What follows belongs to an exercise in optimizing a design on an open flow for small area and a short achievable clock period; a production flow would make more cautious choices.
At most, simulation tests tie the RTL to the original design; equivalence was not proved.
Power and IR drop assume default switching activity.

## the previous run
## sid_synth_top
module sid_synth_top #(
    parameter  int NUM_VOICES = 4,
    parameter  int SAMPLE_DIV = 256,
    localparam int MIX_W      = synth_pkg::REG_W + 2
) (
    input  wire logic             clk,
    input  wire logic             rst_n,
    input  wire logic             spi_clk,
    input  wire logic             spi_cs_n,
    input  wire logic             spi_mosi,
    output logic      [MIX_W-1:0] sample,
    output logic                  sample_valid
);
==> module sid_voice, before the edit <==
module sid_voice (
    input  wire logic        clk,
    input  wire logic        rst_n,
    input  wire logic        is254,
    input  wire logic        step_en,
    input  wire logic        at_tick,
    input  wire logic        pass2,
    input  wire logic [15:0] freq,
    input  wire logic [7:0]  pw,
    input  wire logic [7:0]  attack,
    input  wire logic [7:0]  attack_n,
    input  wire logic [7:0]  sustain,
    input  wire logic [7:0]  sustain_n,
    input  wire logic [3:0]  wave,
    input  wire logic [3:0]  wave_n,
    input  wire logic        gate_n,
    output logic      [7:0]  m
);
    localparam logic [2:0] S_IDLE = 3'd0, S_ATK = 3'd1, S_DEC = 3'd2,
                           S_SUS = 3'd3, S_REL = 3'd4;
    logic [15:0] acc;    
    logic [7:0]  p;      
    logic        ca;     
    logic        cb;     
    logic        c16;    
    logic [16:0] acc_sum;
    logic [8:0]  sa, sb, sc;
    logic [8:0]  p_inc;
    logic [7:0]  p_step;
    assign acc_sum   = {1'b0, acc} + {1'b0, freq};
    assign c16       = acc_sum[16] & step_en;
    assign sa        = synth_pkg::add8({2'b0, acc[5:0]},   {2'b0, freq[5:0]   & {6{step_en}}}, 1'b0);
    assign sb        = synth_pkg::add8({3'b0, acc[10:6]},  {3'b0, freq[10:6]  & {5{at_tick}}}, ca);
    assign sc        = synth_pkg::add8({3'b0, acc[15:11]}, {3'b0, freq[15:11] & {5{pass2}}},   cb);
    assign p_inc     = synth_pkg::inc8(p, 1'b1);
    assign p_step    = c16 ? p_inc[7:0] : p;
    always_ff @(posedge clk or negedge rst_n) begin
        if (!rst_n) begin
            acc <= '0;
            p   <= '0;
            ca  <= 1'b0;
            cb  <= 1'b0;
        end else begin
            ca          <= sa[6] & step_en;
            cb          <= sb[5] & at_tick;
            acc[5:0]    <= sa[5:0];
            acc[10:6]   <= sb[4:0];
            acc[15:11]  <= sc[4:0];
            p           <= p_step;
        end
    end
    logic [7:0] env;
    logic [2:0] st;
    logic [2:0] gst;
    logic [7:0] nenv, opb, sus_lvl, cval;
    logic [3:0] nib;
    logic [8:0] esum;
    logic       is_atk, is_dec, is_rel, done, done_n;
    always_comb begin
        gst = st;
        if (gate_n && (st == S_IDLE || st == S_REL)) gst = S_ATK;
        else if (!gate_n && (st == S_ATK || st == S_DEC || st == S_SUS)) gst = S_REL;
    end
    logic [8:0] atk_t;
    logic [9:0] dx, dy, dz, ds, dc, dsum;
    assign atk_t = {1'b0, env} + 9'(attack_n[3:0]) + 9'd2;
    assign dx    = {2'b0, env};
    assign dy    = {2'b0, ~sustain_n[3:0], ~sustain_n[3:0]};
    assign dz    = {2'b0, 4'hF, ~attack_n[7:4]};
    assign ds    = dx ^ dy ^ dz;
    assign dc    = ((dx & dy) | (dx & dz) | (dy & dz)) << 1;
    assign dsum  = ds + dc;
    always_comb begin
        case (gst)
            S_ATK:   done_n = atk_t[8];
            S_DEC:   done_n = ~dsum[9];
            default: done_n = {1'b0, env} <= 9'(sustain_n[7:4]) + 9'd1;
        endcase
    end
    always_ff @(posedge clk) begin
        is_atk <= (gst == S_ATK);
        is_dec <= (gst == S_DEC);
        is_rel <= (gst == S_REL);
        done   <= done_n;
    end
    assign sus_lvl = {sustain[3:0], sustain[3:0]};
    assign nib  = is_dec ? attack[7:4] : sustain[7:4];
    assign opb  = is_atk ? {4'b0000, attack[3:0]} : {4'b1111, ~nib};
    assign esum = {1'b0, env} + {1'b0, opb} + 9'(is_atk);
    assign cval = is_atk ? 8'hFF : (is_dec ? sus_lvl : 8'h00);
    assign nenv = (is_atk | is_dec | is_rel) ? (done ? cval : esum[7:0]) : env;
    always_ff @(posedge clk or negedge rst_n) begin
        if (!rst_n) begin
            env <= '0;
            st  <= S_IDLE;
        end else if (step_en) begin
            env <= nenv;
            if (is_atk)      st <= done ? S_DEC  : S_ATK;
            else if (is_dec) st <= done ? S_SUS  : S_DEC;
            else if (is_rel) st <= done ? S_IDLE : S_REL;
        end
    end
    logic [3:0] xlo_n, xhi, w_lo;
    logic       g_n;
    assign xlo_n = (wave_n[2] ? p_step[3:0] : 4'hF) &
                   (wave_n[1] ? ({p_step[2:0], 1'b0} ^ {4{p_step[7]}}) : 4'hF);
    assign xhi   = (wave[2] ? p[7:4] : 4'hF) & (wave[1] ? (p[6:3] ^ {4{p[7]}}) : 4'hF);
    assign g_n   = (wave[1] | wave[2] | wave[3]) & (~wave[3] | (p < pw));
    logic        use_m;
    logic [11:0] o0, o1, o2, o3, o4, s1, c1, s2, c2, s3, c3, part;
    assign o0 = 12'(m & {8{use_m}});
    assign o1 = 12'(env & {8{w_lo[0]}});
    assign o2 = 12'(env & {8{w_lo[1]}}) << 1;
    assign o3 = 12'(env & {8{w_lo[2]}}) << 2;
    assign o4 = 12'(env & {8{w_lo[3]}}) << 3;
    assign s1 = o0 ^ o1 ^ o2;
    assign c1 = ((o0 & o1) | (o0 & o2) | (o1 & o2)) << 1;
    assign s2 = s1 ^ c1 ^ o3;
    assign c2 = ((s1 & c1) | (s1 & o3) | (c1 & o3)) << 1;
    assign s3 = s2 ^ c2 ^ o4;
    assign c3 = ((s2 & c2) | (s2 & o4) | (c2 & o4)) << 1;
    assign part = s3 + c3;
    always_ff @(posedge clk) begin
        w_lo  <= step_en ? xlo_n : (xhi & {4{g_n}});
        use_m <= at_tick & g_n;
        m     <= part[11:4];
    end
endmodule
Settings: LEC_CHECK=0, CAP_MARGIN=20, CORE_MARGIN=2, CORE_UTILIZATION=40, CTS_CLUSTER_DIAMETER=90, CTS_CLUSTER_SIZE=25, SETUP_SLACK_MARGIN=3.5, SLEW_MARGIN=20; clock period 7.0 ns.
run.sh (not shown) runs the stock make flow with config.mk's settings and CLKGATE_MAP_FILE= SYNTH_SCRIPT=/design/flow/synth_recipe.tcl, a recipe that flattens the netlist after the stock synthesis.
The previous run finished every step from synthesis to the final layout, and the layout passed the timing, design-rule and antenna checks.
diff inputs: the previous run => the current run
--- a/flow/design.v
+++ b/flow/design.v
@@ -170,11 +170,11 @@
     logic [8:0]  p_inc;
     logic [7:0]  p_step;
     assign acc_sum   = {1'b0, acc} + {1'b0, freq};
     assign c16       = acc_sum[16] & step_en;
-    assign sa        = synth_pkg::add8({2'b0, acc[5:0]},   {2'b0, freq[5:0]   & {6{step_en}}}, 1'b0);
-    assign sb        = synth_pkg::add8({3'b0, acc[10:6]},  {3'b0, freq[10:6]  & {5{at_tick}}}, ca);
-    assign sc        = synth_pkg::add8({3'b0, acc[15:11]}, {3'b0, freq[15:11] & {5{pass2}}},   cb);
+    assign sa        = synth_pkg::add8({2'b0, acc[5:0]},   {2'b0, freq[5:0]},   1'b0);
+    assign sb        = synth_pkg::add8({3'b0, acc[10:6]},  {3'b0, freq[10:6]},  ca);
+    assign sc        = synth_pkg::add8({3'b0, acc[15:11]}, {3'b0, freq[15:11]}, cb);
     assign p_inc     = synth_pkg::inc8(p, 1'b1);
     assign p_step    = c16 ? p_inc[7:0] : p;
     always_ff @(posedge clk or negedge rst_n) begin
         if (!rst_n) begin
@@ -184,12 +184,12 @@
             cb  <= 1'b0;
         end else begin
             ca          <= sa[6] & step_en;
             cb          <= sb[5] & at_tick;
-            acc[5:0]    <= sa[5:0];
-            acc[10:6]   <= sb[4:0];
-            acc[15:11]  <= sc[4:0];
             p           <= p_step;
+            if (step_en) acc[5:0]   <= sa[5:0];
+            if (at_tick) acc[10:6]  <= sb[4:0];
+            if (pass2)   acc[15:11] <= sc[4:0];
         end
     end
     logic [7:0] env;
     logic [2:0] st;
- Clock share of power for the current run is higher than for the previous run.
- Tap cell count: the current run > the previous run
- Number of distinct library cell variants in the gate-level netlist after synthesis, the current run and the previous run, higher one = the current run.
- The final reports for the current run and the previous run show routed wire length lower in the former.
- Number of fill cells (lower): the previous run
- Going from the previous run to the current run, global-route track usage on met1 now smaller, routed length on met2 now larger, average instance area after synthesis now larger, minimum period implied by the final worst setup slack now larger.
- Area fraction in compound gates after synthesis: the current run > the previous run
- Of the two values seen for capture point of the worst path, g_voice[0].u_voice.m[6]$_DFF_P_ was produced by the previous run and g_voice[3].u_voice.m[7]$_DFF_P_ by the current run.
- On combinational power: the current run sits above the previous run.
Only the layout flow was run in the current run; the RTL was not checked for function there.

static timing again, ports no longer ideal:
How much do the figures lean on ideal ports? The routed layouts below were timed once more, with nothing changed but the port constraints.
Step 1, drivers: a clkbuf_16 drives clk and a buf_2 each remaining input, both assumed.
Step 2 moves the port delays by t, midway between the first and last clock arrival at a register: inputs arrive t later, outputs are due t later. That takes back most of the time a late clock gives input paths.
Three values: ideal, step 1, step 2; two values: the first two.
run	t (ns)	setup slack, ns	latest minus earliest clock arrival (ns)	worst register clock-pin slew, ns
the previous run	0.663	3.420 / 3.420 / 3.420	0.028 / 0.029	0.11 / 0.11
the current run	0.659	3.317 / 3.317 / 3.317	0.025 / 0.025	0.10 / 0.10
After both steps setup and hold are still met in every run listed.
